What follows belongs to an exercise in optimizing a design on an open flow for small area and a short achievable clock period; a production flow would make more cautious choices. Function was not checked in any run shown here: the RTL went through the layout flow alone. No activity file was given, so power comes from the tool's default toggle rates.

`flow/design.v`:
```
module rc4_memory_bank #(
  parameter int                          S_DEPTH        = 256,
  parameter int                          MSG_DEPTH      = 32,
  parameter int                          DATA_W         = 8,
  parameter logic [MSG_DEPTH*DATA_W-1:0] ENC_INIT_IMAGE =
    256'hc9dc233605081f6271444b5eadb0878a99ecf3c6d5d82f3201141b6e7d40575a
) (
  input  logic              clk,
  input  logic              rst,
  input  logic [7:0]        s_address,
  input  logic [DATA_W-1:0] s_data,
  input  logic              s_wren,
  output logic [DATA_W-1:0] s_q,
  input  logic [7:0]        enc_address,
  output logic [DATA_W-1:0] enc_q,
  input  logic [7:0]        dec_address,
  input  logic [DATA_W-1:0] dec_data,
  input  logic              dec_wren,
  output logic [DATA_W-1:0] dec_q
);
  localparam int S_AW   = $clog2(S_DEPTH);
  localparam int MSG_AW = $clog2(MSG_DEPTH);
  logic [S_DEPTH-1:0] s_wsel, s_rsel_n;
  rc4mb_wdec #(.AW(S_AW)) u_s_wdec (
    .addr(s_address[S_AW-1:0]), .we(rst & s_wren), .sel(s_wsel)
  );
  rc4mb_rdec #(.AW(S_AW)) u_s_rdec (
    .addr(s_address[S_AW-1:0]), .sel_n(s_rsel_n)
  );
  logic [DATA_W-1:0] s_mem [S_DEPTH];
  logic [DATA_W-1:0] s_rd;
  always_ff @(posedge clk) begin
    for (int w = 0; w < S_DEPTH; w++)
      if (s_wsel[w]) s_mem[w] <= s_data;
  end
  logic [S_DEPTH*DATA_W-1:0] s_words;
  for (genvar w = 0; w < S_DEPTH; w++) begin : g_s_words
    assign s_words[w*DATA_W +: DATA_W] = s_mem[w];
  end
  localparam int S_NQ = (S_DEPTH >= 128) ? S_DEPTH / 128 : 1;
  logic [S_NQ*DATA_W-1:0] s_rd_n;
  rc4mb_rdmux #(.N(S_DEPTH), .W(DATA_W), .NQ(S_NQ)) u_s_rdmux (
    .sel_n(s_rsel_n), .words(s_words), .q_n(s_rd_n)
  );
  logic [DATA_W-1:0] s_part_q [S_NQ];
  always_ff @(posedge clk or negedge rst) begin
    if (!rst) begin
      for (int i = 0; i < S_NQ; i++) s_part_q[i] <= '0;
    end else begin
      s_part_q[0] <= s_wren ? s_data : ~s_rd_n[0 +: DATA_W];
      for (int i = 1; i < S_NQ; i++)
        s_part_q[i] <= s_wren ? '1 : ~s_rd_n[i*DATA_W +: DATA_W];
    end
  end
  always_comb begin
    s_rd = '1;
    for (int i = 0; i < S_NQ; i++) s_rd = s_rd & s_part_q[i];
    s_q = s_rd;
  end
  logic [MSG_DEPTH-1:0] d_wsel, d_rsel_n;
  rc4mb_wdec #(.AW(MSG_AW)) u_d_wdec (
    .addr(dec_address[MSG_AW-1:0]), .we(rst & dec_wren), .sel(d_wsel)
  );
  rc4mb_rdec #(.AW(MSG_AW)) u_d_rdec (
    .addr(dec_address[MSG_AW-1:0]), .sel_n(d_rsel_n)
  );
  logic [DATA_W-1:0] dec_mem [MSG_DEPTH];
  logic [DATA_W-1:0] d_rd;
  always_ff @(posedge clk) begin
    for (int w = 0; w < MSG_DEPTH; w++)
      if (d_wsel[w]) dec_mem[w] <= dec_data;
  end
  logic [MSG_DEPTH*DATA_W-1:0] d_words;
  for (genvar w = 0; w < MSG_DEPTH; w++) begin : g_d_words
    assign d_words[w*DATA_W +: DATA_W] = dec_mem[w];
  end
  localparam int D_NQ = (MSG_DEPTH >= 128) ? MSG_DEPTH / 128 : 1;
  logic [D_NQ*DATA_W-1:0] d_rd_n;
  rc4mb_rdmux #(.N(MSG_DEPTH), .W(DATA_W), .NQ(D_NQ)) u_d_rdmux (
    .sel_n(d_rsel_n), .words(d_words), .q_n(d_rd_n)
  );
  always_comb begin
    d_rd = '0;
    for (int i = 0; i < D_NQ; i++) d_rd = d_rd | d_rd_n[i*DATA_W +: DATA_W];
    d_rd = ~d_rd;
  end
  always_ff @(posedge clk or negedge rst) begin
    if (!rst) dec_q <= '0;
    else      dec_q <= dec_wren ? dec_data : d_rd;
  end
  logic [MSG_DEPTH*DATA_W-1:0] enc_rom;
  assign enc_rom = ENC_INIT_IMAGE;
  always_ff @(posedge clk or negedge rst) begin
    if (!rst) enc_q <= '0;
    else      enc_q <= enc_rom[enc_address[MSG_AW-1:0]*DATA_W +: DATA_W];
  end
  logic unused_addr_bits;
  assign unused_addr_bits = ^{enc_address[7:MSG_AW], dec_address[7:MSG_AW]};
endmodule
module rc4mb_rdmux #(
  parameter int N  = 256,
  parameter int W  = 8,
  parameter int NQ = 2
) (
  input  logic [N-1:0]    sel_n,
  input  logic [N*W-1:0]  words,
  output logic [NQ*W-1:0] q_n
);
  localparam int N1 = N / 2;                  
  localparam int N2 = N1 / 2;                 
  localparam int N3 = N2 / 4;                 
  localparam int N4 = N3 / 2;                 
  localparam int N5 = N4 >= 4 ? N4 / 4 : 1;   
  logic [N1*W-1:0] t1_n;
  logic [N2*W-1:0] t2;
  logic [N3*W-1:0] t3_n;
  logic [N4*W-1:0] t4;
  logic [N5*W-1:0] t5_n;
  for (genvar g = 0; g < N1; g++) begin : g_t1
    for (genvar b = 0; b < W; b++) begin : g_b
      rc4mb_oai22 u_leaf (
        .a1(sel_n[2*g]),   .a2(words[(2*g)*W + b]),
        .b1(sel_n[2*g+1]), .b2(words[(2*g+1)*W + b]),
        .y(t1_n[g*W + b])
      );
    end
  end
  for (genvar g = 0; g < N2; g++) begin : g_t2
    rc4mb_nor #(.N(2), .W(W)) u_nor (.a(t1_n[2*g*W +: 2*W]), .y(t2[g*W +: W]));
  end
  for (genvar g = 0; g < N3; g++) begin : g_t3
    rc4mb_nand #(.N(4), .W(W)) u_nand (.a(t2[4*g*W +: 4*W]), .y(t3_n[g*W +: W]));
  end
  for (genvar g = 0; g < N4; g++) begin : g_t4
    rc4mb_nor #(.N(2), .W(W)) u_nor (.a(t3_n[2*g*W +: 2*W]), .y(t4[g*W +: W]));
  end
  if (N4 >= 4) begin : g_t5
    for (genvar g = 0; g < N5; g++) begin : g_g
      rc4mb_nand #(.N(4), .W(W)) u_nand (.a(t4[4*g*W +: 4*W]), .y(t5_n[g*W +: W]));
    end
  end else begin : g_t5
    always_comb begin
      t5_n = '1;
      for (int i = 0; i < N4; i++) t5_n = t5_n & t4[i*W +: W];
      t5_n = ~t5_n;
    end
  end
  assign q_n = t5_n;
endmodule
module rc4mb_oai22 (
  input  logic a1,
  input  logic a2,
  input  logic b1,
  input  logic b2,
  output logic y
);
  assign y = ~((a1 | a2) & (b1 | b2));
endmodule
module rc4mb_nand #(
  parameter int N = 4,
  parameter int W = 8
) (
  input  logic [N*W-1:0] a,
  output logic [W-1:0]   y
);
  always_comb begin
    y = '1;
    for (int i = 0; i < N; i++) y = y & a[i*W +: W];
    y = ~y;
  end
endmodule
module rc4mb_nor #(
  parameter int N = 4,
  parameter int W = 8
) (
  input  logic [N*W-1:0] a,
  output logic [W-1:0]   y
);
  always_comb begin
    y = '0;
    for (int i = 0; i < N; i++) y = y | a[i*W +: W];
    y = ~y;
  end
endmodule
module rc4mb_wdec #(
  parameter int AW = 8
) (
  input  logic [AW-1:0]      addr,
  input  logic               we,
  output logic [(1<<AW)-1:0] sel
);
  localparam int LW = AW / 2;
  localparam int HW = AW - LW;
  logic [(1<<LW)-1:0] lo_n;
  logic [(1<<HW)-1:0] hi_n;
  always_comb begin
    for (int l = 0; l < (1<<LW); l++) lo_n[l] = ~(we & (addr[LW-1:0] == l[LW-1:0]));
    for (int h = 0; h < (1<<HW); h++) hi_n[h] = ~(addr[AW-1:LW] == h[HW-1:0]);
  end
  for (genvar w = 0; w < (1<<AW); w++) begin : g_w
    rc4mb_nor #(.N(2), .W(1)) u_sel (.a({hi_n[w >> LW], lo_n[w % (1<<LW)]}), .y(sel[w]));
  end
endmodule
module rc4mb_rdec #(
  parameter int AW = 8
) (
  input  logic [AW-1:0]      addr,
  output logic [(1<<AW)-1:0] sel_n
);
  localparam int LW = AW / 2;
  localparam int HW = AW - LW;
  logic [(1<<LW)-1:0] lo;
  logic [(1<<HW)-1:0] hi;
  always_comb begin
    for (int l = 0; l < (1<<LW); l++) lo[l] = (addr[LW-1:0] == l[LW-1:0]);
    for (int h = 0; h < (1<<HW); h++) hi[h] = (addr[AW-1:LW] == h[HW-1:0]);
    for (int w = 0; w < (1<<AW); w++) sel_n[w] = ~(hi[w >> LW] & lo[w % (1<<LW)]);
  end
endmodule
```
`flow/constraint.sdc`:
```
create_clock -name core_clock -period 6.0 [get_ports {clk}]
set_input_delay 1.2000 -clock core_clock [delete_from_list [all_inputs] [get_ports {clk}]]
set_output_delay 1.2000 -clock core_clock [all_outputs]
set_load 0.01 [all_outputs]
```
`flow/config.mk`:
```
export PLATFORM = sky130hd
export DESIGN_NAME = rc4_memory_bank
export DESIGN_NICKNAME = rc4_memory_bank
export VERILOG_FILES = /design/flow/design.v
export SDC_FILE = /design/flow/constraint.sdc
export NUM_CORES = 4
export LEC_CHECK = 0
export CAP_MARGIN = 20
export CORE_MARGIN = 2
export CORE_UTILIZATION = 40
export CTS_CLUSTER_DIAMETER = 80
export CTS_CLUSTER_SIZE = 30
export SETUP_SLACK_MARGIN = 3.3
export SLEW_MARGIN = 20
export SYNTH_HIERARCHICAL = 1
export SYNTH_MINIMUM_KEEP_SIZE = 0
```
`flow/run.sh`:
```
#!/bin/bash
# synth_recipe.tcl (not shown) runs the flow's synth.tcl, then flattens the netlist and writes it again
# the make line also repeats each setting of config.mk as NAME=value (left out here)
make -C /OpenROAD-flow-scripts/flow DESIGN_CONFIG=/design/flow/config.mk WORK_HOME=/design/flow/orfs CLKGATE_MAP_FILE= SYNTH_SCRIPT=/design/flow/synth_recipe.tcl finish
```
==> results of run 1 <==
-- worst reg2reg max path: cells and delay by family, from the launching register on --
kind | cells | cell delay [ps]
simple gates | 4 | 990
flops | 1 | 350
compound gates | 2 | 290
-- placed cells by master, fill, tap and decap left out, drive strengths merged, types with 7 or more instances in the layout --
cell type	count
clkdlybuf4s15	9
edfxtp	2304
and4bb	14
nand3	13
buf	211
ha	7
clkbuf	115
o22ai	1152
inv	44
and4b	9
dlygate4sd2	9
nand4	166
nor4b	8
nor2	945
o21ai	20
nor2b	9
nand2	319
dfrtp	32
clkdlybuf4s50	13
nand2b	8
and2	11
clkinv	36
-- repair_timing --
| item | 4_1_cts | 5_1_grt |
|---|---|---|
| buffers inserted | 63 | 15 |
| pin swaps | 54 | 30 |
| resized for setup | 581 | 144 |
| endpoints found under the setup margin | 2288 | 417 |
| gates cloned | 6 | 2 |
-- power groups by stage --
stage	sequential [mW]	clock [mW]	combinational, mW
floorplan	18.3	0	0.247
global placement	18.3	0	0.848
detailed placement	18.3	0	0.866
CTS	18.0	9.01	0.955
global route	18.0	9.53	1.02
finish	18.0	8.85	0.976
-- per-layer routing --
| layer | routed length, µm | global-route usage | up-vias |
|---|---|---|---|
| li1 | - | - | 21300 |
| met1 | 94100 | 0.285 | 25400 |
| met4 | 7490 | 0.0650 | 4 |
| met5 | 29 | 0 | - |
| met2 | 111000 | 0.334 | 2338 |
| met3 | 19900 | 0.0358 | 336 |
-- modules after synthesis (local to each module, per instance), excerpt --
module	cell area [µm²]	copies in the design	cells inside
rc4_memory_bank	70600	1	2432
rc4mb_oai22	6.26	1152	1
-- cell families after synthesis --
logic type / synth area share
DFF: 0.825
and+or+nand+nor: 0.0791
AOI/OAI and AO/OA: 0.0866
buffers and inverters: 0.00711
muxes: 0.00136
adders and majority gates: 0.00103
xor gates and xnor gates: 0.000103
-- cell type report --
cell class | instances | area [µm²]
clock inverter | 76 | 912
clock buffer | 111 | 2630
timing repair buffer | 249 | 2760
fill | 18100 | 115000
sequential | 2336 | 70000
tap | 2821 | 3530
multi-input combinational | 2729 | 16800
inverter | 14 | 55.1
-- registers in the layout (all words and copies together), names as in the netlist --
name and count:
dec_mem 256, dec_q 8, enc_q 8, s_mem 2048, s_part_q 16
-- cell usage after synthesis, drive strengths merged, types with 3 or more instances --
master and count:
nand2b 8, nand2 319, and4b 8, mux2i 4, edfxtp 2304, and3b 3, nor2 945, o22ai 1152
or3 3, nand4 166, clkbuf 11, a21oi 4, ha 7, buf 62, nor3b 6, nor4b 8
nand3 13, o21ai 20, nand3b 5, or3b 4, and4bb 10, dfrtp 32, nor2b 9, and2 11
inv 14
-- path summary, 6_finish.rpt --
check / from / to / slack [ps] / depth (start not counted)
worst max-delay path: s_part_q[0][0]$_DFF_PN0_ / s_q[0] / 3220 / 2
worst min-delay path: rst / s_part_q[0][3]$_DFF_PN0_ / 300 / 1
worst max register to register: s_mem[114][2]$_DFFE_PP_ / s_part_q[0][2]$_DFF_PN0_ / 4290 / 6
worst min register to register: s_mem[161][7]$_DFFE_PP_ / s_part_q[1][7]$_DFF_PN0_ / 850 / 6
max in group asynchronous: rst / enc_q[0]$_DFF_PN0_ / 4730 / 2
min in group core_clock: s_data[7] / s_mem[235][7]$_DFFE_PP_ / 850 / 1
==> impl_metrics.env, run 1 <==
export IMPL_outcome="finished clean"
export IMPL_nNetsFinal=5485
export IMPL_synth_top_area_cell="edfxtp_1"
export IMPL_dp_cells=8063
export IMPL_root_buffer="clkbuf_16"
export IMPL_timing_slew_headroom=0.293
export IMPL_grt_pass1_vias=46700
export IMPL_ir_drop_mv=0.269
export IMPL_power_frac_comb=0.035
export IMPL_drt_iter0_drc=6353
export IMPL_async_reset_ff_frac=0.0137
export IMPL_setup_viol=0
export IMPL_max_stage_delay_ps=480
export IMPL_switching_share=0.217
export IMPL_internal_power_mw=21.8
export IMPL_path_max_fanout=1
export IMPL_worstMarginPinSlew_ps=1060
export IMPL_ios=68
export IMPL_power_density_mw_per_mm2=287
export IMPL_path_clk_slew_ps=100
export IMPL_timing_final_crit_share=0.463
export IMPL_leakage_nw=28.6
export IMPL_viasPerCell=5.92
export IMPL_yosys_warnings=18
export IMPL_port_buffers=61
export IMPL_grt_pass1_wl_um=326000
export IMPL_core_area_mm2=0.211
export IMPL_final_cells=8336
export IMPL_ys_seq_area_frac=0.825
export IMPL_layout_setup_ws_ps=3220
export IMPL_hold_viol_final=0
export IMPL_slew_violations=0
export IMPL_rows=169
export IMPL_p_clk_frac=0.318
export IMPL_die_h_um=465
export IMPL_p_total_mw=27.8
export IMPL_critPathTopFamily="flip-flops"
export IMPL_clock_skew_ps=86.0
export IMPL_cts_max_level=3
export IMPL_ys_seq_elements=2336
export IMPL_drv_cap=0
export IMPL_crit_path_start_kind="flip-flop"
export IMPL_antenna_cells=0
export IMPL_p_sw_mw=6.03
export IMPL_cts_sinks=2336
export IMPL_endpoint_kind="output port"
export IMPL_pre_cts_ws_ps=934
export IMPL_avgSynthCellArea_um2=16.5
export IMPL_ys_types=45
export IMPL_hpwl_um=138000
export IMPL_final_area_mm2=0.0967
export IMPL_gp_congestion=0.880
export IMPL_hold_buffers=0
export IMPL_drive_above_1_share=0.172
export IMPL_ant_nets=0
export IMPL_vias=49400
export IMPL_fin_setup_tns_ps=0
export IMPL_grt_max_degree=120
export IMPL_drc=0
export IMPL_max_freq_ghz=0.360
export IMPL_dieArea_mm2=0.216
export IMPL_synth_edf_count=2304
export IMPL_drt_pre_antenna_iters=5
export IMPL_power_frac_seq=0.647
export IMPL_fin_crit_ps=2780
export IMPL_worstPathCellList="and2_4 > buf_6"
export IMPL_hp_class="in -> async"
export IMPL_cts_buffer_depth=3
export IMPL_netlist_area_mm2=0.0849
export IMPL_initial_utilization=0.401
export IMPL_ys_top_cells_by_area="edfxtp_1, o22ai_1, nor2_1"
export IMPL_netlist_area_leader_share=0.815
export IMPL_slowest_stage="dfrtp_2"
export IMPL_routedWlPerCell_um=27.9
export IMPL_ys_flop_type="edfxtp_1"
export IMPL_utilization=0.457
export IMPL_drt_wl_total_um=232000
export IMPL_cp_arrival_ps=1580
export IMPL_whs_ps=300
export IMPL_timing_critical_path_buf_inv=1
export IMPL_clock_latency_ps=800
export IMPL_rsz0062_at_grt="yes"
export IMPL_die_w_um=465
export IMPL_numCtsBuffers=104
export IMPL_criticalPathCategory="reg -> out"
export IMPL_placed_area_mm2=0.0901
export IMPL_antenna_found_initial=10
export IMPL_grtUsageTotal=0.206
export IMPL_cp_required_ps=4800
export IMPL_grt_overflow_total=0
export IMPL_cts_tree="done"
export IMPL_synth_nets=5198
export IMPL_area_delta_synth_final_pct=14.0
export IMPL_synthCells=5147
==> inputs of run 2 (changes only) <==
--- a/flow/config.mk
+++ b/flow/config.mk
@@ -7,9 +7,10 @@
 export LEC_CHECK = 0
 export CAP_MARGIN = 20
 export CORE_MARGIN = 2
-export CORE_UTILIZATION = 40
+export CORE_UTILIZATION = 55
 export CTS_CLUSTER_DIAMETER = 80
 export CTS_CLUSTER_SIZE = 30
+export PLACE_DENSITY = 0.65
 export SETUP_SLACK_MARGIN = 3.3
 export SLEW_MARGIN = 20
 export SYNTH_HIERARCHICAL = 1
==> run 2 against run 1 <==
Sequential power is essentially flat. Maximum frequency shrank 0.89%. Register-to-register slack gained 30 ps. Largest power group unchanged. Via count shrank 0.88%. Count of clock-buffer cells in the layout grew 7. Setup slack lost 25 ps. Critical endpoint is now s_part_q[0][7]$_DFF_PN0_. First-iteration DRC count grew 5.3%. Synthesized cell count is the same. Critical path depth grew 10. Sequential share of layout area grew 1.0 points. Sequential cell count is the same. Wire length shrank 4.9%.
==> impl_metrics.env, run 2 <==
export IMPL_synth_common_cells="edfxtp_1, o22ai_1, nor2_1"
export IMPL_cts_buffer_depth=3
export IMPL_drt_wl_total_um=221000
export IMPL_netlist_area_mm2=0.0849
export IMPL_fin_crit_ps=2800
export IMPL_clock_latency_ps=780
export IMPL_cts_sinks=2336
export IMPL_root_buffer="clkbuf_16"
export IMPL_ys_flop_type="edfxtp_1"
export IMPL_viasPerCell=6.49
export IMPL_slew_violations=0
export IMPL_die_h_um=397
export IMPL_rsz0062_at_grt="yes"
export IMPL_cts_tree="done"
export IMPL_die_w_um=397
export IMPL_setup_viol=0
export IMPL_fin_setup_tns_ps=0
export IMPL_ys_seq_elements=2336
export IMPL_ys_seq_area_frac=0.825
export IMPL_avgSynthCellArea_um2=16.5
export IMPL_cts_max_level=3
export IMPL_dp_cells=7265
export IMPL_hold_viol_final=0
export IMPL_grt_pass1_wl_um=316000
export IMPL_endpoint_kind="flip-flop"
export IMPL_max_freq_ghz=0.357
export IMPL_ys_types=45
export IMPL_drv_cap=0
export IMPL_dieArea_mm2=0.157
export IMPL_hpwl_um=133000
export IMPL_largest_reg_flops=2048
export IMPL_nNetsFinal=5468
export IMPL_gp_congestion=0.903
export IMPL_port_buffers=61
export IMPL_ys_top_cells_by_area="edfxtp_1, o22ai_1, nor2_1"
export IMPL_clock_skew_ps=43.1
export IMPL_final_common_cell="edfxtp_1"
export IMPL_path_clk_slew_ps=110
export IMPL_numCtsBuffers=103
export IMPL_ant_nets=0
export IMPL_core_area_mm2=0.154
export IMPL_initial_utilization=0.552
export IMPL_timing_slew_headroom=0.250
export IMPL_criticalPathCategory="in -> reg"
export IMPL_synth_nets=5198
export IMPL_cp_arrival_ps=3510
export IMPL_grtUsageTotal=0.277
export IMPL_power_density_mw_per_mm2=288
export IMPL_synth_most_common_cell="edfxtp_1"
export IMPL_synthCells=5147
export IMPL_grt_overflow_total=0
export IMPL_yosys_warnings=18
export IMPL_vias=49000
export IMPL_whs_ps=797
export IMPL_leakage_nw=28.3
export IMPL_rows=144
export IMPL_cp_required_ps=6710
export IMPL_outcome="finished clean"
export IMPL_netlist_area_leader_share=0.815
export IMPL_final_cells=7538
export IMPL_timing_final_crit_share=0.467
export IMPL_top_regs="s_mem: 2048 flops, dec_mem: 256 flops, s_part_q: 16 flops"
export IMPL_synth_edf_count=2304
export IMPL_path_max_fanout=16
export IMPL_crit_path_start_kind="input pin"
export IMPL_drt_iter0_drc=6691
export IMPL_top_register="s_mem"
export IMPL_hold_buffers=0
export IMPL_utilization=0.621
export IMPL_ios=68
export IMPL_area_delta_synth_final_pct=12.4
export IMPL_drive_above_1_share=0.166
export IMPL_worstMarginPinSlew_ps=1120
export IMPL_drc=0
export IMPL_mostFrequentLayoutCells="edfxtp_1, o22ai_1, nor2_1"
export IMPL_routedWlPerCell_um=29.3
export IMPL_drt_pre_antenna_iters=5
export IMPL_async_reset_ff_frac=0.0137
export IMPL_ir_drop_mv=0.392
export IMPL_hp_class="in -> async"
export IMPL_synth_top_area_cell="edfxtp_1"
export IMPL_grt_pass1_vias=46300
export IMPL_antenna_found_initial=6
export IMPL_grt_max_degree=148
[run 2: critical path, cell delays in order]
cell	delay, ps
buf_4	180
buf_8	190
nor4b_4	150
buf_12	180
buf_8	180
nand2_2	170
o22ai_1	100
nor2_1	190
nand4_1	230
nor2_2	270
nand4_1	250
o21ai_1	200
[run 2: power breakdown]
part | internal (mW) | total [mW] | switching [mW]
logic | 0.230 | 0.951 | 0.721
registers | 17.9 | 18.0 | 0.0195
clock network | 3.46 | 8.58 | 5.12
[run 2: modules after synthesis, one instance, submodules excluded, a selection]
module           copies in the design  area [µm²]  cells  flops+latches
rc4_memory_bank                     1       70600   2432           2336
rc4mb_oai22                      1152        6.26      1              0
[run 2: kinds of logic after synthesis]
logic type,count (synthesis),synth area share
adders and majority gates,7,0.00103
buffers and inverters,87,0.00711
and+or+nand+nor,1529,0.0791
xor gates and xnor gates,1,0.000103
DFF,2336,0.825
muxes,8,0.00136
AOI/OAI and AO/OA,1179,0.0866
[run 2: path summary, 6_finish.rpt]
path | to | slack (ps) | start | depth (start not counted)
min reg2reg | dec_q[3]$_DFF_PN0_ | 830 | dec_mem[23][3]$_DFFE_PP_ | 6
max in group asynchronous | dec_q[3]$_DFF_PN0_ | 4760 | rst | 2
min in group core_clock | dec_q[3]$_DFF_PN0_ | 830 | dec_mem[23][3]$_DFFE_PP_ | 6
max reg2reg | s_part_q[0][7]$_DFF_PN0_ | 4320 | s_mem[74][7]$_DFFE_PP_ | 6
min | s_part_q[0][4]$_DFF_PN0_ | 800 | rst | 2
max | s_part_q[0][7]$_DFF_PN0_ | 3200 | s_address[2] | 12
[run 2: timing repair]
item                       4_1_cts  5_1_grt
resized for setup              543      147
buffers inserted                76        8
cloned                           6        1
pin swaps                       38       34
setup endpoints to repair     2297      523
[run 2: stage by stage]
stage                     total power, mW  cell area, µm²  worst slack [ps]
final                                27.5           95400              3200
after detailed placement             19.2           89000               964
after floorplan                      18.6           85600              3010
after global placement               19.2           89000              1010
after CTS                            27.6           94800              3170
after global routing                 28.2           95400              3200
[run 2: metal layers]
| layer | track usage | vias to the layer above | wire (µm) |
|---|---|---|---|
| met5 | 0 | - | 58 |
| met4 | 0.0879 | 8 | 7350 |
| met3 | 0.0457 | 330 | 20700 |
| met2 | 0.428 | 2386 | 103000 |
| met1 | 0.408 | 24900 | 89300 |
| li1 | - | 21300 | - |
[run 2: layout make-up]
class / count / area [µm²]
diodes: 2 / 5.00
clock buffers: 118 / 2670
clock inverters: 62 / 713
fillers: 11000 / 58300
inverters: 14 / 55.1
multi-input cells: 2728 / 16800
flip-flops and latches: 2336 / 70000
well taps: 2044 / 2560
repair buffers: 234 / 2590
==> inputs of run 3 (changes only) <==
==> flow/config.mk (replaced) <==
export PLATFORM = sky130hd
export DESIGN_NAME = rc4_memory_bank
export DESIGN_NICKNAME = rc4_memory_bank
export VERILOG_FILES = /design/flow/design.v
export SDC_FILE = /design/flow/constraint.sdc
export NUM_CORES = 4
export LEC_CHECK = 0
export CAP_MARGIN = 5
export CORE_MARGIN = 2
export CORE_UTILIZATION = 40
export CTS_CLUSTER_DIAMETER = 80
export CTS_CLUSTER_SIZE = 30
export SETUP_SLACK_MARGIN = 3.3
export SLEW_MARGIN = 5
export SYNTH_HIERARCHICAL = 1
export SYNTH_MINIMUM_KEEP_SIZE = 0
==> run 3 against run 2 <==
Largest cell class unchanged. Critical endpoint is now s_q[0]. Sequential cell count unchanged. Critical path depth shrank 10. Total power increased by 1.1%. Maximum frequency is 0.89% higher. Still clean. Core utilization down 16 points. Sequential share of layout area shrank 1.0 points. Setup slack improved by 25 ps. Critical path type is now reg -> out. Clock skew increased by 43 ps.
==> impl_metrics.env, run 3 <==
export IMPL_whs_ps=300
export IMPL_r2r_start="s_mem[114][2]$_DFFE_PP_"
export IMPL_cp_required_ps=4800
export IMPL_ys_top_cells_by_area="edfxtp_1, o22ai_1, nor2_1"
export IMPL_grt_max_degree=120
export IMPL_synth_common_cells="edfxtp_1, o22ai_1, nor2_1"
export IMPL_rsz0062_at_grt="yes"
export IMPL_power_frac_seq=0.647
export IMPL_ys_seq_area_frac=0.825
export IMPL_gp_congestion=0.880
export IMPL_die_w_um=465
export IMPL_max_stage_delay_ps=480
export IMPL_grt_pass1_wl_um=326000
export IMPL_ys_types=45
export IMPL_synth_edf_count=2304
export IMPL_reg2reg_slack_ps=4290
export IMPL_switching_share=0.217
export IMPL_reg2reg_depth=6
export IMPL_clock_latency_ps=800
export IMPL_hp_class="in -> async"
export IMPL_cts_tree="done"
export IMPL_worstPathCellList="and2_4 > buf_6"
export IMPL_netlist_area_mm2=0.0849
export IMPL_top_register="s_mem"
export IMPL_slew_violations=0
export IMPL_max_freq_ghz=0.360
export IMPL_p_sw_mw=6.03
export IMPL_grtUsageTotal=0.206
export IMPL_rows=169
export IMPL_ios=68
export IMPL_drt_pre_antenna_iters=5
export IMPL_antenna_cells=0
export IMPL_viasPerCell=5.92
export IMPL_fin_crit_ps=2780
export IMPL_setup_viol=0
export IMPL_cts_buffer_depth=3
export IMPL_vias=49400
export IMPL_criticalPathCategory="reg -> out"
export IMPL_grt_pass1_vias=46700
export IMPL_worstMarginPinSlew_ps=1060
export IMPL_power_density_mw_per_mm2=287
export IMPL_timing_final_crit_share=0.463
export IMPL_synth_top_area_cell="edfxtp_1"
export IMPL_path_clk_slew_ps=100
export IMPL_path_max_fanout=1
export IMPL_synthCells=5147
export IMPL_antenna_found_initial=10
export IMPL_netlist_area_leader_share=0.815
export IMPL_ant_nets=0
export IMPL_cts_sinks=2336
export IMPL_layout_setup_ws_ps=3220
export IMPL_pre_cts_ws_ps=934
export IMPL_hold_viol_final=0
export IMPL_numCtsBuffers=104
export IMPL_hpwl_um=138000
export IMPL_internal_power_mw=21.8
export IMPL_routedWlPerCell_um=27.9
export IMPL_mostFrequentLayoutCells="edfxtp_1, o22ai_1, nor2_1"
export IMPL_clock_skew_ps=86.0
export IMPL_slowest_stage="dfrtp_2"
export IMPL_drc=0
export IMPL_drt_wl_total_um=232000
export IMPL_avgSynthCellArea_um2=16.5
export IMPL_power_frac_comb=0.035
export IMPL_final_cells=8336
export IMPL_endpoint_kind="output port"
export IMPL_drive_above_1_share=0.172
export IMPL_final_common_cell="edfxtp_1"
export IMPL_cts_max_level=3
export IMPL_port_buffers=61
export IMPL_synth_nets=5198
export IMPL_p_clk_frac=0.318
export IMPL_yosys_warnings=18
export IMPL_cp_arrival_ps=1580
export IMPL_core_area_mm2=0.211
export IMPL_grt_overflow_total=0
export IMPL_top_regs="s_mem: 2048 flops, dec_mem: 256 flops, s_part_q: 16 flops"
export IMPL_die_h_um=465
export IMPL_initial_utilization=0.401
export IMPL_ir_drop_mv=0.269
export IMPL_outcome="finished clean"
export IMPL_leakage_nw=28.6
export IMPL_ys_seq_elements=2336
export IMPL_dieArea_mm2=0.216
export IMPL_synth_most_common_cell="edfxtp_1"
export IMPL_drt_iter0_drc=6353
export IMPL_async_reset_ff_frac=0.0137
export IMPL_timing_slew_headroom=0.293
export IMPL_drv_cap=0
export IMPL_worst_r2r_endpoint="s_part_q[0][2]$_DFF_PN0_"
export IMPL_dp_cells=8063
export IMPL_fin_setup_tns_ps=0
export IMPL_crit_path_start_kind="flip-flop"
export IMPL_root_buffer="clkbuf_16"
export IMPL_area_delta_synth_final_pct=14.0
export IMPL_largest_reg_flops=2048
export IMPL_ys_flop_type="edfxtp_1"
export IMPL_nNetsFinal=5485
==> run 3: cell counts after synthesis <==
Identical to the previous run, type by type.
==> run 3: cells by family after synthesis <==
logic type | count (synthesis) | share of synthesized area
AOI/OAI and AO/OA | 1179 | 0.0866
DFF | 2336 | 0.825
adders and majority gates | 7 | 0.00103
and+or+nand+nor | 1529 | 0.0791
muxes | 8 | 0.00136
buffers and inverters | 87 | 0.00711
xor gates and xnor gates | 1 | 0.000103
==> run 3: routing by layer <==
metal  up-vias  wire (µm)  track usage
li1      21300          -            -
met1     25400      94100        0.285
met2      2338     111000        0.334
met3       336      19900       0.0358
met4         4       7490       0.0650
met5         -         29            0
==> run 3: worst max-delay path, delay by kind of cell, from the launching register on <==
family | cells | cell delay (ps)
buffers and inverters | 1 | 120
AND/OR/NAND/NOR | 1 | 180
flip-flops | 1 | 480
==> run 3: worst max path at each step <==
| stage | start | to | slack (ps) | cells after the start |
|---|---|---|---|---|
| 6_report | s_part_q[0][0]$_DFF_PN0_ | s_q[0] | 3220 | 2 |
| 5_1_grt | s_part_q[0][0]$_DFF_PN0_ | s_q[0] | 3190 | 2 |
| 4_1_cts | dec_wren | dec_mem[30][4]$_DFFE_PP_ | 3070 | 4 |
| 3_5_place_dp | s_address[0] | s_mem[185][5]$_DFFE_PP_ | 930 | 6 |
| 3_3_place_gp | s_address[0] | s_mem[185][0]$_DFFE_PP_ | 1010 | 6 |
| 2_1_floorplan | s_wren | s_mem[66][0]$_DFFE_PP_ | 3010 | 5 |
==> run 3: modules after synthesis, one instance, submodules excluded, a selection <==
module,flip-flops and latches,cell area [µm²]
rc4mb_oai22,0,6.26
rc4_memory_bank,2336,70600
==> run 3: final cells by class <==
type | instances | area, µm²
well taps | 2821 | 3530
flip-flops and latches | 2336 | 70000
repair buffers | 249 | 2760
clock buffers | 111 | 2630
clock inverters | 76 | 912
multi-input cells | 2729 | 16800
inverters | 14 | 55.1
fillers | 18100 | 115000
==> run 3: repair_timing <==
action,CTS,global route
hold buffers,0,0
pin swaps,54,30
setup buffers,63,15
hold endpoints to repair,0,0
resized for setup,581,144
gates cloned,6,2
setup endpoints to repair,2288,417
==> run 3: stage by stage <==
| step | cell area (µm²) | total power [mW] | util |
|---|---|---|---|
| 3_5_place_dp | 90100 | 19.2 | 0.426 |
| 5_1_grt | 96700 | 28.5 | 0.457 |
| 6_report | 96700 | 27.8 | 0.457 |
| 4_1_cts | 96100 | 27.9 | 0.454 |
| 3_3_place_gp | 90100 | 19.2 | 0.426 |
| 2_1_floorplan | 85600 | 18.6 | - |
==> run 3: power by group through the flow <==
| stage | Clock (mW) | Combinational, mW | Sequential (mW) |
|---|---|---|---|
| after floorplan | 0 | 0.247 | 18.3 |
| after global placement | 0 | 0.848 | 18.3 |
| after detailed placement | 0 | 0.866 | 18.3 |
| after CTS | 9.01 | 0.955 | 18.0 |
| after global routing | 9.53 | 1.02 | 18.0 |
| final | 8.85 | 0.976 | 18.0 |
==> inputs of run 4 (changes only) <==
==> flow/config.mk (replaced) <==
export PLATFORM = sky130hd
export DESIGN_NAME = rc4_memory_bank
export DESIGN_NICKNAME = rc4_memory_bank
export VERILOG_FILES = /design/flow/design.v
export SDC_FILE = /design/flow/constraint.sdc
export NUM_CORES = 4
export LEC_CHECK = 0
export CAP_MARGIN = 20
export CORE_MARGIN = 2
export CORE_UTILIZATION = 40
export CTS_CLUSTER_DIAMETER = 80
export CTS_CLUSTER_SIZE = 30
export SETUP_SLACK_MARGIN = 3.25
export SLEW_MARGIN = 20
export SYNTH_HIERARCHICAL = 1
export SYNTH_MINIMUM_KEEP_SIZE = 0
==> run 4 against run 3 <==
Still clean on timing, DRC and antenna. Maximum frequency fell by 1.9%. Hold slack better by 430 ps. Design area down 1.1%. Core utilization down 0.49 points. Sequential power barely moved. Clock power is 0.6% higher. Sequential cell count stayed put. Total power about the same. Critical endpoint is now s_mem[247][0]$_DFFE_PP_. Largest cell class unchanged.
==> impl_metrics.env, run 4 <==
export IMPL_ys_top_cells_by_area="edfxtp_1, o22ai_1, nor2_1"
export IMPL_largest_reg_flops=2048
export IMPL_timing_final_crit_share=0.472
export IMPL_utilization=0.453
export IMPL_ir_drop_mv=0.256
export IMPL_cts_sinks=2336
export IMPL_grt_overflow_total=0
export IMPL_final_fill_count=18200
export IMPL_path_clk_slew_ps=100
export IMPL_core_area_mm2=0.211
export IMPL_fin_setup_tns_ps=0
export IMPL_dieArea_mm2=0.216
export IMPL_synth_common_cells="edfxtp_1, o22ai_1, nor2_1"
export IMPL_die_h_um=465
export IMPL_avgSynthCellArea_um2=16.5
export IMPL_grt_max_degree=153
export IMPL_fin_crit_ps=2830
export IMPL_synth_nets=5198
export IMPL_endpoint_kind="flip-flop"
export IMPL_nNetsFinal=5453
export IMPL_die_w_um=465
export IMPL_viasPerCell=5.81
export IMPL_ios=68
export IMPL_ys_seq_area_frac=0.825
export IMPL_pre_cts_ws_ps=948
export IMPL_timing_slew_headroom=0.258
export IMPL_cp_arrival_ps=3290
export IMPL_rows=169
export IMPL_reg2reg_slack_ps=4350
export IMPL_drt_wl_total_um=224000
export IMPL_grt_pass1_vias=46600
export IMPL_drive_above_1_share=0.146
export IMPL_ys_types=45
export IMPL_top_register="s_mem"
export IMPL_antenna_found_initial=5
export IMPL_ant_nets=0
export IMPL_grt_pass1_wl_um=322000
export IMPL_leakage_nw=27.9
export IMPL_clock_latency_ps=800
export IMPL_criticalPathCategory="in -> reg"
export IMPL_cts_buffer_depth=3
export IMPL_async_reset_ff_frac=0.0137
export IMPL_drv_cap=0
export IMPL_ys_seq_elements=2336
export IMPL_cp_required_ps=6460
export IMPL_port_buffers=61
export IMPL_layout_setup_ws_ps=3170
export IMPL_cts_tree="done"
export IMPL_power_density_mw_per_mm2=290
export IMPL_worstMarginPinSlew_ps=1110
export IMPL_crit_path_start_kind="input pin"
export IMPL_numCtsBuffers=105
export IMPL_drc=0
export IMPL_yosys_warnings=18
export IMPL_area_delta_synth_final_pct=12.8
export IMPL_hold_viol_final=0
export IMPL_routedWlPerCell_um=27.0
export IMPL_initial_utilization=0.401
export IMPL_final_common_cell="edfxtp_1"
export IMPL_netlist_area_mm2=0.0849
export IMPL_hp_class="in -> async"
export IMPL_gp_congestion=0.886
export IMPL_setup_viol=0
export IMPL_root_buffer="clkbuf_16"
export IMPL_mostFrequentLayoutCells="edfxtp_1, o22ai_1, nor2_1"
export IMPL_ys_flop_type="edfxtp_1"
export IMPL_drt_pre_antenna_iters=5
export IMPL_hpwl_um=136000
export IMPL_synth_edf_count=2304
export IMPL_max_freq_ghz=0.353
export IMPL_netlist_area_leader_share=0.815
export IMPL_path_max_fanout=16
export IMPL_outcome="finished clean"
export IMPL_top_regs="s_mem: 2048 flops, dec_mem: 256 flops, s_part_q: 16 flops"
export IMPL_rsz0062_at_grt="yes"
export IMPL_synthCells=5147
export IMPL_clock_skew_ps=52.8
export IMPL_drt_iter0_drc=5674
export IMPL_synth_top_area_cell="edfxtp_1"
export IMPL_vias=48200
export IMPL_synth_most_common_cell="edfxtp_1"
export IMPL_grtUsageTotal=0.202
export IMPL_slew_violations=0
export IMPL_cts_max_level=3
[run 4: power breakdown]
part	internal, mW	switching [mW]	total, mW
Combinational	0.211	0.699	0.910
Clock	3.64	5.26	8.90
Sequential	17.9	0.0239	18.0
Total	21.8	5.99	27.8
[run 4: final cells by class]
class	count	area [µm²]	area share
Inverter	14	55.1	0.000575
Timing Repair Buffer	221	2250	0.0235
Sequential cell	2336	70000	0.731
Antenna cell	1	2.50	0.0000262
Clock inverter	70	826	0.00863
Multi-Input combinational cell	2724	16300	0.170
Clock buffer	114	2730	0.0285
Tap cell	2821	3530	0.0369
[run 4: per-layer routing]
layer	track usage	vias to the layer above	part of all wire
met1	0.281	24700	0.41
li1	-	21200	-
met2	0.324	2007	0.48
met4	0.0626	2	0.031
met5	0	-	0.000058
met3	0.0356	290	0.083
[run 4: cells by family (layout without fill, tap and decap cells)]
family	after synthesis	after routing	synth area share
other	0	1	0
DFF	2336	2336	0.825
AOI/OAI and AO/OA	1179	1179	0.0866
xor gates and xnor gates	1	1	0.000103
muxes	8	8	0.00136
adders and majority gates	7	7	0.00103
buffers and inverters	87	419	0.00711
and+or+nand+nor	1529	1529	0.0791
[run 4: modules after synthesis (local to each module, per instance), a selection]
module / times used / cells / flip-flops and latches
rc4mb_oai22: 1152 / 1 / 0
rc4_memory_bank: 1 / 2432 / 2336
[run 4: path summary, 6_finish.rpt]
path	cells past startpoint	startpoint	end
hold reg to reg	6	dec_mem[13][4]$_DFFE_PP_	dec_q[4]$_DFF_PN0_
hold / removal	2	rst	s_part_q[1][5]$_DFF_PN0_
setup / recovery	5	s_wren	s_mem[247][0]$_DFFE_PP_
max in group asynchronous	2	rst	enc_q[6]$_DFF_PN0_
min in group core_clock	6	dec_mem[13][4]$_DFFE_PP_	dec_q[4]$_DFF_PN0_
setup reg to reg	6	s_mem[110][4]$_DFFE_PP_	s_part_q[0][4]$_DFF_PN0_
[run 4: stage by stage]
| stage | cell area (µm²) | hold WS [ps] | power [mW] | instances |
|---|---|---|---|---|
| after global placement | 90100 | 809 | 19.2 | 8053 |
| after CTS | 95000 | 677 | 28.0 | 8288 |
| after global routing | 95700 | 771 | 28.6 | 8300 |
| after detailed placement | 90100 | 826 | 19.2 | 8053 |
| final | 95700 | 731 | 27.8 | 8301 |
| after floorplan | 85600 | 731 | 18.6 | 5147 |
[run 4: worst max-delay path: stages]
cell	delay, ps
dlygate4sd2_1	400
and2_4	300
nand2_1	120
or3_4	750
nor2_2	480
[run 4: repair_timing]
action | 4_1_cts | 5_1_grt
gates resized for setup | 356 | 167
hold buffers | 0 | 0
pin swaps | 22 | 15
hold endpoints to repair | 0 | 0
buffers inserted | 51 | 12
setup endpoints to repair | 2288 | 826
cloned | 0 | 0
==> inputs of run 5 (changes only) <==
--- a/flow/config.mk
+++ b/flow/config.mk
@@ -8,9 +8,10 @@
 export CAP_MARGIN = 20
 export CORE_MARGIN = 2
 export CORE_UTILIZATION = 40
+export CTS_BUF_LIST = sky130_fd_sc_hd__clkbuf_16 sky130_fd_sc_hd__clkbuf_8 sky130_fd_sc_hd__clkbuf_4
 export CTS_CLUSTER_DIAMETER = 80
 export CTS_CLUSTER_SIZE = 30
-export SETUP_SLACK_MARGIN = 3.25
+export SETUP_SLACK_MARGIN = 3.3
 export SLEW_MARGIN = 20
 export SYNTH_HIERARCHICAL = 1
 export SYNTH_MINIMUM_KEEP_SIZE = 0
==> run 5 against run 4 <==
Critical path depth increased by 8. Register-to-register slack worse by 70 ps. Synthesized cell count did not move. First-iteration DRC count grew 14%. Setup slack better by 56 ps. Total power grew 0.16%. Area after synthesis did not move. Wire length grew 3.7%. Design area increased by 1.1%. Non-clock buffer count is 28 higher. Largest cell class unchanged.
==> impl_metrics.env, run 5 <==
export IMPL_slowest_stage="nor2_1"
export IMPL_routedWlPerCell_um=27.8
export IMPL_root_buffer="clkbuf_16"
export IMPL_nNetsFinal=5485
export IMPL_drt_wl_total_um=232000
export IMPL_dp_cells=8063
export IMPL_largest_reg_flops=2048
export IMPL_fin_crit_ps=2770
export IMPL_switching_share=0.216
export IMPL_crit_path_start_kind="input pin"
export IMPL_criticalPathCategory="in -> reg"
export IMPL_pre_cts_ws_ps=934
export IMPL_synthCells=5147
export IMPL_power_density_mw_per_mm2=288
export IMPL_fin_setup_tns_ps=0
export IMPL_slew_violations=0
export IMPL_grt_overflow_total=0
export IMPL_drc=0
export IMPL_antenna_found_initial=10
export IMPL_endpoint_kind="flip-flop"
export IMPL_hpwl_um=138000
export IMPL_clock_skew_ps=87.9
export IMPL_ys_seq_area_frac=0.825
export IMPL_worstMarginPinSlew_ps=1040
export IMPL_leakage_nw=28.6
export IMPL_rsz0062_at_grt="yes"
export IMPL_dieArea_mm2=0.216
export IMPL_synth_most_common_cell="edfxtp_1"
export IMPL_cts_buffer_depth=3
export IMPL_multiInputGateArea_mm2=0.0168
export IMPL_ios=68
export IMPL_setup_viol=0
export IMPL_drt_iter0_drc=6467
export IMPL_utilization=0.458
export IMPL_grt_max_degree=120
export IMPL_hp_class="in -> async"
export IMPL_power_frac_seq=0.646
export IMPL_synth_common_cells="edfxtp_1, o22ai_1, nor2_1"
export IMPL_port_buffers=61
export IMPL_timing_final_crit_share=0.462
export IMPL_placed_area_mm2=0.0901
export IMPL_r2r_start="s_mem[114][2]$_DFFE_PP_"
export IMPL_cp_required_ps=6740
export IMPL_clock_latency_ps=800
export IMPL_rows=169
export IMPL_drv_cap=0
export IMPL_top_regs="s_mem: 2048 flops, dec_mem: 256 flops, s_part_q: 16 flops"
export IMPL_synth_edf_count=2304
export IMPL_path_max_fanout=24
export IMPL_mostFrequentLayoutCells="edfxtp_1, o22ai_1, nor2_1"
export IMPL_async_reset_ff_frac=0.0137
export IMPL_final_cells=8336
export IMPL_final_fill_count=18100
export IMPL_die_h_um=465
export IMPL_worst_r2r_endpoint="s_part_q[0][2]$_DFF_PN0_"
export IMPL_reg2reg_slack_ps=4280
export IMPL_numCtsBuffers=104
export IMPL_max_stage_delay_ps=320
export IMPL_yosys_warnings=18
export IMPL_viasPerCell=5.90
export IMPL_worstPathCellList="buf_8 > buf_6 > nor4b_4 > buf_4 > buf_12 > buf_12 > nand2_2 > o22ai_1 > nor2_1 > nand4_1 > nor2_1 > nand4_1 > nand2b_1"
export IMPL_layout_setup_ws_ps=3230
export IMPL_die_w_um=465
export IMPL_cts_sinks=2336
export IMPL_power_frac_comb=0.035
export IMPL_grtUsageTotal=0.206
export IMPL_hold_viol_final=0
export IMPL_core_area_mm2=0.211
export IMPL_cp_arrival_ps=3510
export IMPL_timing_slew_headroom=0.309
export IMPL_hold_buffers=0
export IMPL_reg2reg_depth=6
export IMPL_netlist_area_mm2=0.0849
export IMPL_ant_nets=0
export IMPL_final_area_mm2=0.0967
export IMPL_ys_flop_type="edfxtp_1"
export IMPL_grt_pass1_vias=46700
export IMPL_path_clk_slew_ps=100
export IMPL_netlist_area_leader_share=0.815
export IMPL_grt_pass1_wl_um=326000
export IMPL_synth_top_area_cell="edfxtp_1"
export IMPL_p_clk_frac=0.319
export IMPL_final_common_cell="edfxtp_1"
export IMPL_avgSynthCellArea_um2=16.5
export IMPL_internal_power_mw=21.8
export IMPL_drt_pre_antenna_iters=6
export IMPL_ys_types=45
export IMPL_outcome="finished clean"
export IMPL_area_delta_synth_final_pct=14.0
export IMPL_cts_max_level=3
export IMPL_cts_tree="done"
export IMPL_top_register="s_mem"
export IMPL_vias=49200
export IMPL_ir_drop_mv=0.268
export IMPL_seqCellArea_mm2=0.0700
export IMPL_whs_ps=299
export IMPL_p_total_mw=27.8
export IMPL_initial_utilization=0.401
export IMPL_ys_seq_elements=2336
export IMPL_antenna_cells=0
export IMPL_drive_above_1_share=0.173
export IMPL_max_freq_ghz=0.360
export IMPL_gp_congestion=0.880
export IMPL_p_sw_mw=6.02
export IMPL_ys_top_cells_by_area="edfxtp_1, o22ai_1, nor2_1"
export IMPL_synth_nets=5198
run 5: changes by cell type in the layout (fill, tap and decap cells not counted), moves of 5 or more:
cell,previous run,this run
clkbuf_1,6,0
nand2_1,240,169
clkinv_1,9,4
nor2_1,665,633
nand2_4,4,29
buf_12,33,46
nand2_2,73,119
buf_6,18,24
nor2_2,114,142
clkbuf_4,1,7
clkdlybuf4s15_1,2,8
run 5: power by group through the flow:
stage          clock [mW]  combinational (mW)  sequential [mW]
2_1_floorplan           0               0.247             18.3
3_3_place_gp            0               0.848             18.3
3_5_place_dp            0               0.866             18.3
4_1_cts              9.04               0.955             18.0
5_1_grt              9.56                1.02             18.0
6_report             8.88               0.974             18.0
run 5: repair_timing:
item,in CTS,in global routing
pin swaps,54,30
setup buffers,63,15
setup endpoints to repair,2288,417
gates resized for setup,581,141
cloned,6,2
run 5: cells by family after synthesis:
group | Yosys count | share of synthesized area
multiplexers | 8 | 0.00136
AND/OR/NAND/NOR | 1529 | 0.0791
buffers and inverters | 87 | 0.00711
adder cells (fa/ha/maj) | 7 | 0.00103
XOR/XNOR | 1 | 0.000103
AO/OA/AOI/OAI | 1179 | 0.0866
flip-flops | 2336 | 0.825
run 5: area by class of cell:
| class | instances | share of cell area |
|---|---|---|
| multi-input combinational | 2729 | 0.174 |
| clock inverter | 76 | 0.00943 |
| clock buffer | 111 | 0.0274 |
| tap | 2821 | 0.0365 |
| sequential | 2336 | 0.724 |
| inverter | 14 | 0.000569 |
| timing repair buffer | 249 | 0.0285 |
run 5: worst max path at each step:
stage                             start                  endpoint  slack, ps
6_report                   s_address[3]  s_part_q[1][5]$_DFF_PN0_       3230
5_1_grt        s_part_q[0][0]$_DFF_PN0_                    s_q[0]       3190
4_1_cts                        dec_wren  dec_mem[30][4]$_DFFE_PP_       3070
3_5_place_dp               s_address[0]   s_mem[185][5]$_DFFE_PP_        930
3_3_place_gp               s_address[0]   s_mem[185][0]$_DFFE_PP_       1010
2_1_floorplan                    s_wren    s_mem[66][0]$_DFFE_PP_       3010
run 5: per-layer routing:
metal  wire length [µm]  part of all wire  global-route usage  vias up
li1                   -                 -                   -    21300
met1              93900              0.40               0.285    25200
met2             111000              0.48               0.334     2292
met3              20100             0.086              0.0358      324
met4               7480             0.032              0.0650        2
met5                 13          0.000056                   0        -
run 5: modules after synthesis, one instance, submodules excluded, a selection:
module	cell area [µm²]	cells inside
rc4_memory_bank	70600	2432
rc4mb_oai22	6.26	1
run 5: worst max-delay path, delay by kind of cell:
family                 cells  cell delay, ps
AO/OA/AOI/OAI              1             100
buffers and inverters      5             860
AND/OR/NAND/NOR            7            1290
==> inputs of run 6 (changes only) <==
--- a/flow/design.v
+++ b/flow/design.v
@@ -37,25 +37,12 @@
   for (genvar w = 0; w < S_DEPTH; w++) begin : g_s_words
     assign s_words[w*DATA_W +: DATA_W] = s_mem[w];
   end
-  localparam int S_NQ = (S_DEPTH >= 128) ? S_DEPTH / 128 : 1;
-  logic [S_NQ*DATA_W-1:0] s_rd_n;
-  rc4mb_rdmux #(.N(S_DEPTH), .W(DATA_W), .NQ(S_NQ)) u_s_rdmux (
-    .sel_n(s_rsel_n), .words(s_words), .q_n(s_rd_n)
-  );
-  logic [DATA_W-1:0] s_part_q [S_NQ];
+  rc4mb_rdmux #(.N(S_DEPTH), .W(DATA_W)) u_s_rdmux (
+    .sel_n(s_rsel_n), .words(s_words), .q(s_rd)
+  );
   always_ff @(posedge clk or negedge rst) begin
-    if (!rst) begin
-      for (int i = 0; i < S_NQ; i++) s_part_q[i] <= '0;
-    end else begin
-      s_part_q[0] <= s_wren ? s_data : ~s_rd_n[0 +: DATA_W];
-      for (int i = 1; i < S_NQ; i++)
-        s_part_q[i] <= s_wren ? '1 : ~s_rd_n[i*DATA_W +: DATA_W];
-    end
-  end
-  always_comb begin
-    s_rd = '1;
-    for (int i = 0; i < S_NQ; i++) s_rd = s_rd & s_part_q[i];
-    s_q = s_rd;
+    if (!rst) s_q <= '0;
+    else      s_q <= s_wren ? s_data : s_rd;
   end
   logic [MSG_DEPTH-1:0] d_wsel, d_rsel_n;
   rc4mb_wdec #(.AW(MSG_AW)) u_d_wdec (
@@ -74,16 +61,9 @@
   for (genvar w = 0; w < MSG_DEPTH; w++) begin : g_d_words
     assign d_words[w*DATA_W +: DATA_W] = dec_mem[w];
   end
-  localparam int D_NQ = (MSG_DEPTH >= 128) ? MSG_DEPTH / 128 : 1;
-  logic [D_NQ*DATA_W-1:0] d_rd_n;
-  rc4mb_rdmux #(.N(MSG_DEPTH), .W(DATA_W), .NQ(D_NQ)) u_d_rdmux (
-    .sel_n(d_rsel_n), .words(d_words), .q_n(d_rd_n)
-  );
-  always_comb begin
-    d_rd = '0;
-    for (int i = 0; i < D_NQ; i++) d_rd = d_rd | d_rd_n[i*DATA_W +: DATA_W];
-    d_rd = ~d_rd;
-  end
+  rc4mb_rdmux #(.N(MSG_DEPTH), .W(DATA_W)) u_d_rdmux (
+    .sel_n(d_rsel_n), .words(d_words), .q(d_rd)
+  );
   always_ff @(posedge clk or negedge rst) begin
     if (!rst) dec_q <= '0;
     else      dec_q <= dec_wren ? dec_data : d_rd;
@@ -98,13 +78,12 @@
   assign unused_addr_bits = ^{enc_address[7:MSG_AW], dec_address[7:MSG_AW]};
 endmodule
 module rc4mb_rdmux #(
-  parameter int N  = 256,
-  parameter int W  = 8,
-  parameter int NQ = 2
-) (
-  input  logic [N-1:0]    sel_n,
-  input  logic [N*W-1:0]  words,
-  output logic [NQ*W-1:0] q_n
+  parameter int N = 256,
+  parameter int W = 8
+) (
+  input  logic [N-1:0]   sel_n,
+  input  logic [N*W-1:0] words,
+  output logic [W-1:0]   q
 );
   localparam int N1 = N / 2;                  
   localparam int N2 = N1 / 2;                 
@@ -145,7 +124,11 @@
       t5_n = ~t5_n;
     end
   end
-  assign q_n = t5_n;
+  always_comb begin
+    q = '0;
+    for (int i = 0; i < N5; i++) q = q | t5_n[i*W +: W];
+    q = ~q;
+  end
 endmodule
 module rc4mb_oai22 (
   input  logic a1,
--- a/flow/config.mk
+++ b/flow/config.mk
@@ -8,10 +8,9 @@
 export CAP_MARGIN = 20
 export CORE_MARGIN = 2
 export CORE_UTILIZATION = 40
-export CTS_BUF_LIST = sky130_fd_sc_hd__clkbuf_16 sky130_fd_sc_hd__clkbuf_8 sky130_fd_sc_hd__clkbuf_4
 export CTS_CLUSTER_DIAMETER = 80
 export CTS_CLUSTER_SIZE = 30
-export SETUP_SLACK_MARGIN = 3.3
+export SETUP_SLACK_MARGIN = 3.6
 export SLEW_MARGIN = 20
 export SYNTH_HIERARCHICAL = 1
 export SYNTH_MINIMUM_KEEP_SIZE = 0
==> run 6 against run 5 <==
Still clean on timing, DRC and antenna. Count of clock-buffer cells in the layout increased by 2. Via count increased by 0.93%. Combinational power increased by 12%. Sequential power about the same. Synthesized cell count decreased by 0.80%. Hold slack improved by 190 ps.
==> impl_metrics.env, run 6 <==
export IMPL_outcome="finished clean"
export IMPL_timing_slew_headroom=0.241
export IMPL_cts_max_level=3
export IMPL_drt_pre_antenna_iters=5
export IMPL_ir_drop_mv=0.308
export IMPL_vias=49600
export IMPL_slowest_stage="nor2_4"
export IMPL_drv_cap=0
export IMPL_drt_iter0_drc=6289
export IMPL_grt_max_degree=154
export IMPL_routedWlPerCell_um=28.5
export IMPL_grt_overflow_total=0
export IMPL_ys_seq_elements=2328
export IMPL_ys_types=45
export IMPL_max_freq_ghz=0.351
export IMPL_synth_nets=5157
export IMPL_top_register="s_mem"
export IMPL_path_clk_slew_ps=110
export IMPL_internal_power_mw=22.0
export IMPL_cts_sinks=2328
export IMPL_wl_met3_um=20400
export IMPL_nNetsFinal=5543
export IMPL_ant_nets=0
export IMPL_fin_crit_ps=2850
export IMPL_cp_required_ps=6720
export IMPL_top_regs="s_mem: 2048 flops, dec_mem: 256 flops"
export IMPL_crit_path_start_kind="input pin"
export IMPL_area_delta_synth_final_pct=18.9
export IMPL_grt_pass1_vias=47800
export IMPL_gp_congestion=0.897
export IMPL_fin_setup_tns_ps=0
export IMPL_synthCells=5106
export IMPL_largest_reg_flops=2048
export IMPL_setup_viol=0
export IMPL_crit_start="s_address[1]"
export IMPL_slew_violations=0
export IMPL_cts_buffer_depth=3
export IMPL_dr_wl_met2_um=113000
export IMPL_power_frac_seq=0.637
export IMPL_netlist_area_leader_share=0.818
export IMPL_numCtsBuffers=107
export IMPL_port_buffers=61
export IMPL_wl_met1_um=95300
export IMPL_max_stage_delay_ps=270
export IMPL_rsz0062_at_grt="yes"
export IMPL_drt_wl_total_um=239000
export IMPL_power_frac_comb=0.039
export IMPL_leakage_nw=30.2
export IMPL_grt_pass1_wl_um=336000
export IMPL_async_reset_ff_frac=0.0103
export IMPL_synth_top_area_cell="edfxtp_1"
export IMPL_yosys_warnings=18
export IMPL_worstPathCellList="buf_12 > buf_12 > buf_4 > and4bb_4 > buf_12 > buf_16 > nand2_2 > o22ai_1 > nor2_1 > nand4_1 > nor2_4 > nand4_1 > nor2_1 > mux2_4"
export IMPL_cts_tree="done"
export IMPL_ys_top_cells_by_area="edfxtp_1, o22ai_1, nor2_1"
export IMPL_viasPerCell=5.93
export IMPL_p_sw_mw=6.13
export IMPL_synth_common_cells="edfxtp_1, o22ai_1, nor2_1"
export IMPL_clock_skew_ps=63.3
export IMPL_p_clk_frac=0.324
export IMPL_avgSynthCellArea_um2=16.6
export IMPL_hp_class="in -> async"
export IMPL_die_h_um=464
export IMPL_synth_edf_count=2304
export IMPL_grtUsageTotal=0.213
export IMPL_timing_final_crit_share=0.475
export IMPL_ys_seq_area_frac=0.825
export IMPL_final_common_cell="edfxtp_1"
export IMPL_rows=168
export IMPL_worstMarginPinSlew_ps=1140
export IMPL_ys_flop_type="edfxtp_1"
export IMPL_antenna_cells=0
export IMPL_root_buffer="clkbuf_16"
export IMPL_path_max_fanout=8
export IMPL_whs_ps=486
export IMPL_hpwl_um=138000
export IMPL_criticalPathCategory="in -> reg"
export IMPL_hold_viol_final=0
export IMPL_die_w_um=464
export IMPL_core_area_mm2=0.210
export IMPL_power_density_mw_per_mm2=280
export IMPL_ios=68
export IMPL_mostFrequentLayoutCells="edfxtp_1, o22ai_1, nor2_1"
export IMPL_cp_arrival_ps=3570
export IMPL_clock_latency_ps=790
export IMPL_synth_most_common_cell="edfxtp_1"
export IMPL_drc=0
export IMPL_endpoint_kind="flip-flop"
export IMPL_r2r_start="s_mem[85][0]$_DFFE_PP_"
export IMPL_netlist_area_mm2=0.0846
export IMPL_switching_share=0.218
export IMPL_dieArea_mm2=0.215
export IMPL_p_total_mw=28.1
export IMPL_drive_above_1_share=0.246
export IMPL_dr_max_layer_used="met4"
export IMPL_antenna_found_initial=1
export IMPL_initial_utilization=0.403
export IMPL_cp_common_cell="buf_12"
run 6: timing repair:
item,4_1_cts,5_1_grt
setup buffers,125,54
gates cloned,14,4
pin swaps,135,85
endpoints found under the setup margin,2345,1019
hold buffers,0,0
gates resized for setup,1057,216
run 6: layout make-up:
class / count / area, µm²
repair buffers: 347 / 4330
well taps: 2805 / 3510
clock buffers: 113 / 2740
inverters: 6 / 28.8
clock inverters: 74 / 953
flip-flops and latches: 2328 / 69800
multi-input cells: 2702 / 19300
fillers: 17400 / 109000
run 6: worst max-delay path, delay by kind of cell:
kind | cells | cell delay, ps
AO/OA/AOI/OAI | 1 | 100
buffers and inverters | 5 | 710
multiplexers | 1 | 150
AND/OR/NAND/NOR | 7 | 1370
run 6: kinds of logic (layout without fill, tap and decap cells):
| group | Yosys count | after routing | share of synthesized area |
|---|---|---|---|
| flip-flops | 2328 | 2328 | 0.825 |
| AND/OR/NAND/NOR | 1505 | 1507 | 0.0778 |
| AO/OA/AOI/OAI | 1163 | 1163 | 0.0859 |
| buffers and inverters | 78 | 540 | 0.00673 |
| multiplexers | 24 | 24 | 0.00349 |
| adder cells (fa/ha/maj) | 7 | 7 | 0.00104 |
| XOR/XNOR | 1 | 1 | 0.000104 |
run 6: power by group through the flow:
stage | Combinational (mW) | Sequential [mW] | Clock (mW)
2_1_floorplan | 0.259 | 18.3 | 0
3_3_place_gp | 0.857 | 18.3 | 0
3_5_place_dp | 0.872 | 18.3 | 0
4_1_cts | 1.04 | 17.9 | 9.27
5_1_grt | 1.14 | 17.9 | 9.81
6_report | 1.09 | 17.9 | 9.12
run 6: per-stage QoR:
stage                util  setup slack (ps)  cells  area (µm²)
floorplan               -              3000   5106       85800
CTS                 0.472              3290   8317       99100
detailed placement  0.429               948   7991       90100
global route        0.479              3190   8375      101000
global placement    0.429               977   7991       90100
finish              0.479              3150   8375      101000
run 6: modules after synthesis, one instance, submodules excluded, a selection:
module           area [µm²]  copies in the design  cells  flip-flops and latches
rc4_memory_bank       70300                     1   2391                    2328
rc4mb_oai22            6.26                  1152      1                       0
run 6: routing by layer:
layer | GRT usage | vias to the layer above
met5 | 0 | -
met4 | 0.0734 | 0
met3 | 0.0326 | 370
met2 | 0.343 | 2214
met1 | 0.297 | 25600
li1 | - | 21500
run 6: final timing paths:
path / endpoint / slack (ps) / cells after the start
max reg2reg: s_q[0]$_DFF_PN0_ / 4200 / 7
max in group asynchronous: enc_q[7]$_DFF_PN0_ / 5290 / 2
max: s_q[0]$_DFF_PN0_ / 3150 / 14
min reg2reg: dec_q[1]$_DFF_PN0_ / 940 / 5
min in group core_clock: enc_q[0]$_DFF_PN0_ / 700 / 1
min: s_q[1]$_DFF_PN0_ / 490 / 2
==> inputs of run 7 (changes only) <==
--- a/flow/config.mk
+++ b/flow/config.mk
@@ -14,3 +14,4 @@
 export SLEW_MARGIN = 20
 export SYNTH_HIERARCHICAL = 1
 export SYNTH_MINIMUM_KEEP_SIZE = 0
+export TNS_END_PERCENT = 5
==> run 7 against run 6 <==
Clock skew about the same. Global-route usage up 0.32 points. Sequential power about the same. Design area down 0.95%. Combinational power up 4%. Clock power down 3.1%. First-iteration DRC count up 4.6%. Largest power group unchanged. Setup slack worse by 50 ps. Count of clock-buffer cells in the layout down 1. Die area unchanged. Still clean. Critical path depth down 2. Cell count down 0.25%.
==> impl_metrics.env, run 7 <==
export IMPL_grt_pass1_wl_um=340000
export IMPL_fin_crit_ps=2900
export IMPL_outcome="finished clean"
export IMPL_crit_start="s_address[2]"
export IMPL_p_total_mw=27.9
export IMPL_cts_buffer_depth=3
export IMPL_ys_top_cells_by_area="edfxtp_1, o22ai_1, nor2_1"
export IMPL_netlist_area_mm2=0.0846
export IMPL_drc=0
export IMPL_dieArea_mm2=0.215
export IMPL_final_common_cell="edfxtp_1"
export IMPL_slowest_stage="bufbuf_16"
export IMPL_reg2reg_slack_ps=4110
export IMPL_synthCells=5106
export IMPL_clock_skew_ps=63.8
export IMPL_cts_sinks=2328
export IMPL_ys_seq_elements=2328
export IMPL_drt_iter0_drc=6581
export IMPL_die_w_um=464
export IMPL_leakage_nw=30.5
export IMPL_synth_most_common_cell="edfxtp_1"
export IMPL_path_clk_slew_ps=110
export IMPL_vias=49900
export IMPL_power_density_mw_per_mm2=280
export IMPL_netlist_area_leader_share=0.818
export IMPL_routedWlPerCell_um=28.7
export IMPL_mostFrequentLayoutCells="edfxtp_1, o22ai_1, nor2_1"
export IMPL_die_h_um=464
export IMPL_drt_pre_antenna_iters=6
export IMPL_cp_common_cell="nand4_1"
export IMPL_ys_types=45
export IMPL_ys_flop_type="edfxtp_1"
export IMPL_max_freq_ghz=0.345
export IMPL_drv_cap=0
export IMPL_timing_critical_path_buf_inv=3
export IMPL_dp_cells=8001
export IMPL_critPathTopFamily="simple AND/OR/NAND/NOR gates"
export IMPL_ys_seq_area_frac=0.825
export IMPL_top_regs="s_mem: 2048 flops, dec_mem: 256 flops"
export IMPL_avgSynthCellArea_um2=16.6
export IMPL_slew_violations=0
export IMPL_ant_nets=0
export IMPL_grt_pass1_vias=47800
export IMPL_crit_path_start_kind="input pin"
export IMPL_synth_edf_count=2304
export IMPL_cts_max_level=3
export IMPL_grt_overflow_total=0
export IMPL_timing_final_crit_share=0.483
export IMPL_async_reset_ff_frac=0.0103
export IMPL_setup_viol=0
export IMPL_port_buffers=61
export IMPL_nNetsFinal=5520
export IMPL_synth_top_area_cell="edfxtp_1"
export IMPL_timing_slew_headroom=0.289
export IMPL_rows=168
export IMPL_worstPathCellList="buf_6 > buf_16 > and4b_4 > bufbuf_16 > nand2_4 > o22ai_1 > nor2_1 > nand4_1 > nor2_4 > nand4_1 > nor2_2 > mux2_2"
export IMPL_yosys_warnings=18
export IMPL_grt_max_degree=145
export IMPL_synth_common_cells="edfxtp_1, o22ai_1, nor2_1"
export IMPL_final_cells=8354
export IMPL_synth_nets=5157
export IMPL_cp_arrival_ps=3640
export IMPL_hpwl_um=140000
export IMPL_largest_reg_flops=2048
export IMPL_cts_tree="done"
export IMPL_criticalPathCategory="in -> reg"
export IMPL_viasPerCell=5.98
export IMPL_numCtsBuffers=103
export IMPL_cp_required_ps=6740
export IMPL_ios=68
export IMPL_drive_above_1_share=0.225
export IMPL_worstMarginPinSlew_ps=1070
export IMPL_core_area_mm2=0.210
export IMPL_root_buffer="clkbuf_16"
export IMPL_fin_setup_tns_ps=0
export IMPL_antenna_found_initial=8
export IMPL_area_delta_synth_final_pct=17.8
export IMPL_ir_drop_mv=0.292
export IMPL_r2r_start="s_mem[124][1]$_DFFE_PP_"
export IMPL_top_register="s_mem"
export IMPL_hold_viol_final=0
export IMPL_rsz0062_at_grt="yes"
export IMPL_hp_class="in -> async"
export IMPL_path_max_fanout=12
export IMPL_endpoint_kind="flip-flop"
export IMPL_utilization=0.475
export IMPL_drt_wl_total_um=240000
export IMPL_clock_latency_ps=810
export IMPL_grtUsageTotal=0.216
export IMPL_initial_utilization=0.403
export IMPL_gp_congestion=0.875
export IMPL_max_stage_delay_ps=320
## run 7: cell counts after synthesis
Identical to the previous run, type by type.
## run 7: routing by layer
layer	GRT usage	share of wire	up-vias
met5	0	0.00020	-
li1	-	-	21400
met4	0.0770	0.037	8
met2	0.337	0.46	2529
met3	0.0468	0.10	411
met1	0.300	0.40	25600
## run 7: logic make-up after synthesis
group | share of synthesized area
and+or+nand+nor | 0.0778
xor gates and xnor gates | 0.000104
adders and majority gates | 0.00104
DFF | 0.825
buffers and inverters | 0.00673
AOI/OAI and AO/OA | 0.0859
muxes | 0.00349
## run 7: worst register-to-register path: stages, from the launching register on
cell and delay [ps]:
edfxtp_1 400, o22ai_4 90, nor2_2 140, nand4_1 290
nor2_4 300, nand4_1 190, nor2_2 220, mux2_4 180
## run 7: final timing paths
kind                                       to  depth (start not counted)
hold / removal               s_q[2]$_DFF_PN0_                          2
setup / recovery             s_q[6]$_DFF_PN0_                         12
setup reg to reg             s_q[1]$_DFF_PN0_                          7
min in group core_clock      s_q[2]$_DFF_PN0_                          2
hold reg to reg            dec_q[3]$_DFF_PN0_                          5
max in group asynchronous  enc_q[5]$_DFF_PN0_                          2
## run 7: cell type report
class / instances / area, µm²
fill: 17500 / 110000
sequential: 2328 / 69800
multi-input combinational: 2706 / 18500
timing repair buffer: 324 / 4330
tap: 2805 / 3510
clock buffer: 112 / 2650
clock inverter: 71 / 823
inverter: 6 / 25.0
antenna: 2 / 5.00
## run 7: per-stage QoR
stage / area [µm²] / hold WS (ps) / setup WS, ps
after detailed placement: 89200 / 922 / 744
after CTS: 99100 / 612 / 3090
after global placement: 89200 / 907 / 793
after global routing: 99700 / 625 / 3170
final: 99700 / 635 / 3100
after floorplan: 84600 / 754 / 3000
## run 7: report_power, final
part | total (mW) | internal, mW | switching, mW
combinational | 1.13 | 0.319 | 0.814
clock | 8.84 | 3.65 | 5.19
sequential | 17.9 | 17.9 | 0.0237
total | 27.9 | 21.9 | 6.03
## run 7: repair_timing
action | CTS | global route
gates resized for setup | 1211 | 119
hold buffers | 0 | 0
setup buffers | 121 | 17
endpoints found under the setup margin | 2346 | 2205
pin swaps | 200 | 30
cloned | 29 | 0
## run 7: per-module statistics from Yosys (local to each module, per instance), excerpt
module,times used,cell area [µm²],cells
rc4_memory_bank,1,70300,2391
rc4mb_oai22,1152,6.26,1

Re-timed with assumed drivers on the ports (clkbuf_16 on the clock, buf_2 on other inputs), run 7 has 3.107 ns of setup slack against 3.101 ns with ideal ports, and 2.235 ns once port delays also move by the mid clock arrival of 0.871 ns.
